This is an optimization exercise on Yosys and OpenROAD, whose aim is small area and a short achievable clock period, not a production implementation.
Function was checked by simulation only, so behaviour that the tests miss may differ from the original.

## v17
// md_sched
module md_sched #(
    parameter int unsigned MULT_CYCLES = 5,
    parameter int unsigned DIV_CYCLES  = 10
) (
    input  logic        clk,
    input  logic        reset_n,
    input  logic [2:0]  e_op,
    input  logic [31:0] e_rs,
    input  logic [31:0] e_rt,
    input  logic        e_kill,
    input  logic        d_is_md,
    output logic [31:0] hi,
    output logic [31:0] lo,
    output logic        busy,
    output logic        md_stall
);
Size in the first run: roughly 180 flip-flops.
Settings: LEC_CHECK=0, ABC_AREA=1, CAP_MARGIN=0, CORE_MARGIN=2, CORE_UTILIZATION=65, CTS_BUF_LIST=sky130_fd_sc_hd__clkbuf_4 sky130_fd_sc_hd__clkbuf_8, SLEW_MARGIN=0; clock period 100.0 ns.
standard.sh (not shown) runs the stock make flow with config.mk's settings and CLKGATE_MAP_FILE= SYNTH_SCRIPT=/design/flow/synth_recipe.tcl, a recipe that flattens the netlist after the stock synthesis.
==> flow/flow/run.sh <==
#!/bin/bash
set -euo pipefail
bash standard.sh "BUFFER_PORTS_ARGS=-buffer_cell sky130_fd_sc_hd__buf_1" finish > standard.log 2>&1
Inputs modified between v17 and v27:
==> flow/flow/run.sh <==
#!/bin/bash
# The standard layout with two changes:
#  * port buffers are sky130_fd_sc_hd__buf_1 (the default picks a larger,
#    slower delay buffer);
#  * after the unchanged standard synthesis, the full adders on the slowest
#    register paths (the divide rows) are upsized to fa_2 (flow/upsize_fa.tcl).
# Each step's output goes to its own log in this folder.
set -euo pipefail
ARGS=("BUFFER_PORTS_ARGS=-buffer_cell sky130_fd_sc_hd__buf_1")
bash standard.sh "${ARGS[@]}" synth > synth.log 2>&1
export RESULTS=$PWD/orfs/results/sky130hd/md_sched/base
export FA_SLACK_LIMIT=62
openroad -no_init -exit flow/upsize_fa.tcl > upsize.log 2>&1
touch "$RESULTS/1_synth.sdc"
bash standard.sh "${ARGS[@]}" finish > finish.log 2>&1
==> flow/flow/upsize_fa.tcl (new file) <==
# Upsize the full adders of the divide's ripple rows (the slowest register
# paths) from fa_1 to fa_2 in the synthesized netlist, before floorplanning.
# Only drive strength changes; timing is read against the design's SDC.
set results $::env(RESULTS)
read_db $results/1_synth.odb
read_liberty $::env(FLOW_HOME)/platforms/sky130hd/lib/sky130_fd_sc_hd__tt_025C_1v80.lib
read_sdc $results/1_synth.sdc
set limit $::env(FA_SLACK_LIMIT)
set sel {}
foreach inst [get_cells -filter "ref_name == sky130_fd_sc_hd__fa_1"] {
  set s 1e9
  foreach pp [get_pins -of_objects $inst -filter "direction == output"] {
    set v [get_property $pp slack_max]
    if {$v < $s} { set s $v }
  }
  if {$s < $limit} { lappend sel $inst }
}
puts "upsizing [llength $sel] full adders with slack below $limit ns"
report_checks -path_delay max -path_group core_clock -format end -group_path_count 3
foreach inst $sel { replace_cell $inst sky130_fd_sc_hd__fa_2 }
report_checks -path_delay max -path_group core_clock -format end -group_path_count 3
write_db $results/1_synth.odb
-- flow/config.mk --
<<< v17, line 11
export CORE_UTILIZATION = 65
export CTS_BUF_LIST = sky130_fd_sc_hd__clkbuf_4 sky130_fd_sc_hd__clkbuf_8
export SLEW_MARGIN = 0
>>> v27, line 11
export CORE_UTILIZATION = 65
export CTS_BUF_LIST = sky130_fd_sc_hd__clkbuf_8 sky130_fd_sc_hd__clkbuf_16
export CTS_CLUSTER_SIZE = 30
export SLEW_MARGIN = 0
==> comparison <==
Lower core area goes to v17 over v27.
On v27: design area is 2.8% higher than what v17 gave.
Diff v17 and v27: worst hold slack after final layout higher in v17
Looking at utilization, v27 sits 0.41 points higher than v17 does.
v27 vs v17: detailed-routing iteration count for the pre-antenna-repair pass up in v27
The area after synthesis number comes out higher for v27 vs v17.
Between v17 and v27, the layout overhead on the synthesized area is higher for v27.
### v27 -> v2
-- flow/config.mk --
<<< v27, line 11
export CORE_UTILIZATION = 65
export CTS_BUF_LIST = sky130_fd_sc_hd__clkbuf_8 sky130_fd_sc_hd__clkbuf_16
export CTS_CLUSTER_SIZE = 30
export SLEW_MARGIN = 0
>>> v2, line 11
export CORE_UTILIZATION = 65
export CTS_BUF_LIST = sky130_fd_sc_hd__clkbuf_8
export SLEW_MARGIN = 0
==> run summary <==
The final layouts of v2 and v27 pass the timing, design-rule and antenna checks. From v27 to v2 the numbers moved as follows: area of the die held, routed wire length on met3 went down 390 um, register share of the cell area went up 0.20 points. On maximum frequency from static timing analysis, v2 tracks v27 almost exactly. Slew at the pin closest to its max-slew limit, v2 and v27: smaller value in v27. Between v2 and v27, the difference in proportion of layout cells with a drive suffix above 1 is negligible. As far as critical path depth is concerned, v27 and v2 perform about the same.
### v2 -> v29
-- flow/config.mk --
<<< v2, line 11
export CORE_UTILIZATION = 65
export CTS_BUF_LIST = sky130_fd_sc_hd__clkbuf_8
export SLEW_MARGIN = 0
>>> v29, line 11
export CORE_UTILIZATION = 65
export SLEW_MARGIN = 0
[summary]
Re worst setup slack for register-to-register paths: v2 and v29 aren't equal, and the lower value belongs to v2.
Edits applied to the flow inputs when going from v29 to v54:
==> flow/run.sh (new file) <==
#!/bin/bash
# synth_recipe.tcl (not shown) runs the flow's synth.tcl, then flattens the netlist and writes it again
# the make line also repeats each setting of config.mk as NAME=value (left out here)
make -C /OpenROAD-flow-scripts/flow DESIGN_CONFIG=/design/flow/config.mk WORK_HOME=/design/flow/orfs CLKGATE_MAP_FILE= SYNTH_SCRIPT=/design/flow/synth_recipe.tcl finish
-- flow/config.mk --
<<< v29, line 11
export CORE_UTILIZATION = 65
export SLEW_MARGIN = 0
>>> v54, line 11
export CORE_UTILIZATION = 65
export CTS_BUF_LIST = sky130_fd_sc_hd__clkbuf_4 sky130_fd_sc_hd__clkbuf_8
export SLEW_MARGIN = 0
removed: flow/flow/run.sh
removed: flow/flow/upsize_fa.tcl
removed: flow/standard.sh
## What came out
Delta (v54 minus v29): total routed wire length on the met1 layer lower, post-synth design cell area now smaller, mean instance size in the synthesized netlist down 0.10 um2, share of the core filled with cells in the final layout moved up. Of v54 and v29, the run reporting the higher non-clock buffer count was v29. Cell count: v54 vs v29 — no meaningful difference. Area after detailed placement (v54 over v29): increase, about 3%. Highest fanout seen on the critical path, v54 and v29: smaller value in v29.


Another version of the RTL of md_sched (not shown whole).
For scale: roughly 1900 cells after synthesis, roughly 140 I/O pins.
==> flow/config.mk <==
export PLATFORM = sky130hd
export DESIGN_NAME = md_sched
export DESIGN_NICKNAME = md_sched
export VERILOG_FILES = /design/flow/design.v
export SDC_FILE = /design/flow/constraint.sdc
export NUM_CORES = 4
export LEC_CHECK = 0
export ABC_AREA = 1
export CAP_MARGIN = 0
export CORE_MARGIN = 2
export CORE_UTILIZATION = 65
export SLEW_MARGIN = 0
==> flow/constraint.sdc <==
create_clock -name core_clock -period 100.0 [get_ports {clk}]
set_input_delay 20.0000 -clock core_clock [delete_from_list [all_inputs] [get_ports {clk}]]
set_output_delay 20.0000 -clock core_clock [all_outputs]
set_load 0.01 [all_outputs]
==> flow/flow/run.sh <==
#!/bin/bash
# The standard layout with these changes:
#  * port buffers are sky130_fd_sc_hd__buf_1 (the default picks a larger,
#    slower delay buffer);
#  * clock tree synthesis runs with its default arguments plus
#    -dont_use_dummy_load (no dummy load cells) and larger sink clusters;
#  * after the unchanged standard synthesis, the full adders on the slowest
#    register paths (the divide rows) are upsized to fa_2, the synthesis
#    buffers are removed, gate+inverter pairs are merged into single cells,
#    and the md_stall logic is rebuilt as a shallow gate tree (flow/prep.tcl,
#    flow/invmerge.tcl, flow/md_stall.tcl).
# Each step's output goes to its own log in this folder.
set -euo pipefail
ARGS=("BUFFER_PORTS_ARGS=-buffer_cell sky130_fd_sc_hd__buf_1"
      "CTS_ARGS=-sink_clustering_enable -repair_clock_nets -dont_use_dummy_load -sink_clustering_size 30 -sink_clustering_max_diameter 80")
bash standard.sh "${ARGS[@]}" synth > synth.log 2>&1
export RESULTS=$PWD/orfs/results/sky130hd/md_sched/base
export FA_SLACK_LIMIT=62
openroad -no_init -exit flow/prep.tcl > prep.log 2>&1
touch "$RESULTS/1_synth.sdc"
bash standard.sh "${ARGS[@]}" finish > finish.log 2>&1
Other scripts of this flow, unchanged in this note and not shown: flow/flow/invmerge.tcl, flow/flow/md_stall.tcl, flow/flow/prep.tcl
==> next run, changes <==
--- a/flow/flow/run.sh
+++ b/flow/flow/run.sh
@@ -4,5 +4,5 @@
 #    slower delay buffer);
 #  * clock tree synthesis runs with its default arguments plus
-#    -dont_use_dummy_load (no dummy load cells) and larger sink clusters;
+#    -dont_use_dummy_load (no dummy load cells);
 #  * after the unchanged standard synthesis, the full adders on the slowest
 #    register paths (the divide rows) are upsized to fa_2, the synthesis
@@ -13,5 +13,5 @@
 set -euo pipefail
 ARGS=("BUFFER_PORTS_ARGS=-buffer_cell sky130_fd_sc_hd__buf_1"
-      "CTS_ARGS=-sink_clustering_enable -repair_clock_nets -dont_use_dummy_load -sink_clustering_size 30 -sink_clustering_max_diameter 80")
+      "CTS_ARGS=-sink_clustering_enable -repair_clock_nets -dont_use_dummy_load")
 bash standard.sh "${ARGS[@]}" synth > synth.log 2>&1
 export RESULTS=$PWD/orfs/results/sky130hd/md_sched/base
What happened: Area after synthesis does not change; worst hold slack stays the same; via count does not change; routed wire length does not change; register-to-register slack is about the same.
==> next run, changes <==
--- a/flow/flow/run.sh
+++ b/flow/flow/run.sh
@@ -3,6 +3,4 @@
 #  * port buffers are sky130_fd_sc_hd__buf_1 (the default picks a larger,
 #    slower delay buffer);
-#  * clock tree synthesis runs with its default arguments plus
-#    -dont_use_dummy_load (no dummy load cells);
 #  * after the unchanged standard synthesis, the full adders on the slowest
 #    register paths (the divide rows) are upsized to fa_2, the synthesis
@@ -12,6 +10,5 @@
 # Each step's output goes to its own log in this folder.
 set -euo pipefail
-ARGS=("BUFFER_PORTS_ARGS=-buffer_cell sky130_fd_sc_hd__buf_1"
-      "CTS_ARGS=-sink_clustering_enable -repair_clock_nets -dont_use_dummy_load")
+ARGS=("BUFFER_PORTS_ARGS=-buffer_cell sky130_fd_sc_hd__buf_1")
 bash standard.sh "${ARGS[@]}" synth > synth.log 2>&1
 export RESULTS=$PWD/orfs/results/sky130hd/md_sched/base
Outcome: Global-route usage rises by 0.49 points. Count of clock-buffer cells in the layout does not change. Final cell count rose by 0.62%. Worst setup slack improves by 6.2 ps. Clock skew went down by 25 ps. First-iteration DRC count rises by about 12%. Die area is unchanged. Routed wire length came out higher by 0.97%. Maximum frequency hardly moves. Sequential cell count does not change.

[what the ideal ports hide]
The results above use ideal ports. As a check the final layouts listed here were re-extracted and re-timed, cells and wires unchanged. Step 1 sets driving cells, clkbuf_16 on the clock port and buf_2 on the other inputs (assumed; they add their load-dependent delay and slew). Step 2 times the ports against the registers' clock, not the clock port: input delays grow and output delays shrink by t, the midpoint of the rising clock arrivals with the driver on. Three values: ideal, step 1, step 2; two values: the first two.
run | shift t [ns] | setup WS [ns] | worst slew at a driven data input, ns
v17 | 0.583 | 57.406 / 57.406 / 57.406 | 0.06
v27 | 0.508 | 58.876 / 58.854 / 58.854 | 0.05
v2 | 0.552 | 58.874 / 58.852 / 58.852 | 0.05
v29 | 0.508 | 58.876 / 58.854 / 58.854 | 0.05
v54 | 0.583 | 57.458 / 57.458 / 57.458 | 0.04
the first run of note 2 | 0.481 | 59.217 / 59.193 / 59.193 | 0.05
the second run of note 2 | 0.481 | 59.217 / 59.193 / 59.193 | 0.05
the third run of note 2 | 0.502 | 59.223 / 59.199 / 59.199 | 0.05
After both steps setup and hold are still met in every run listed.
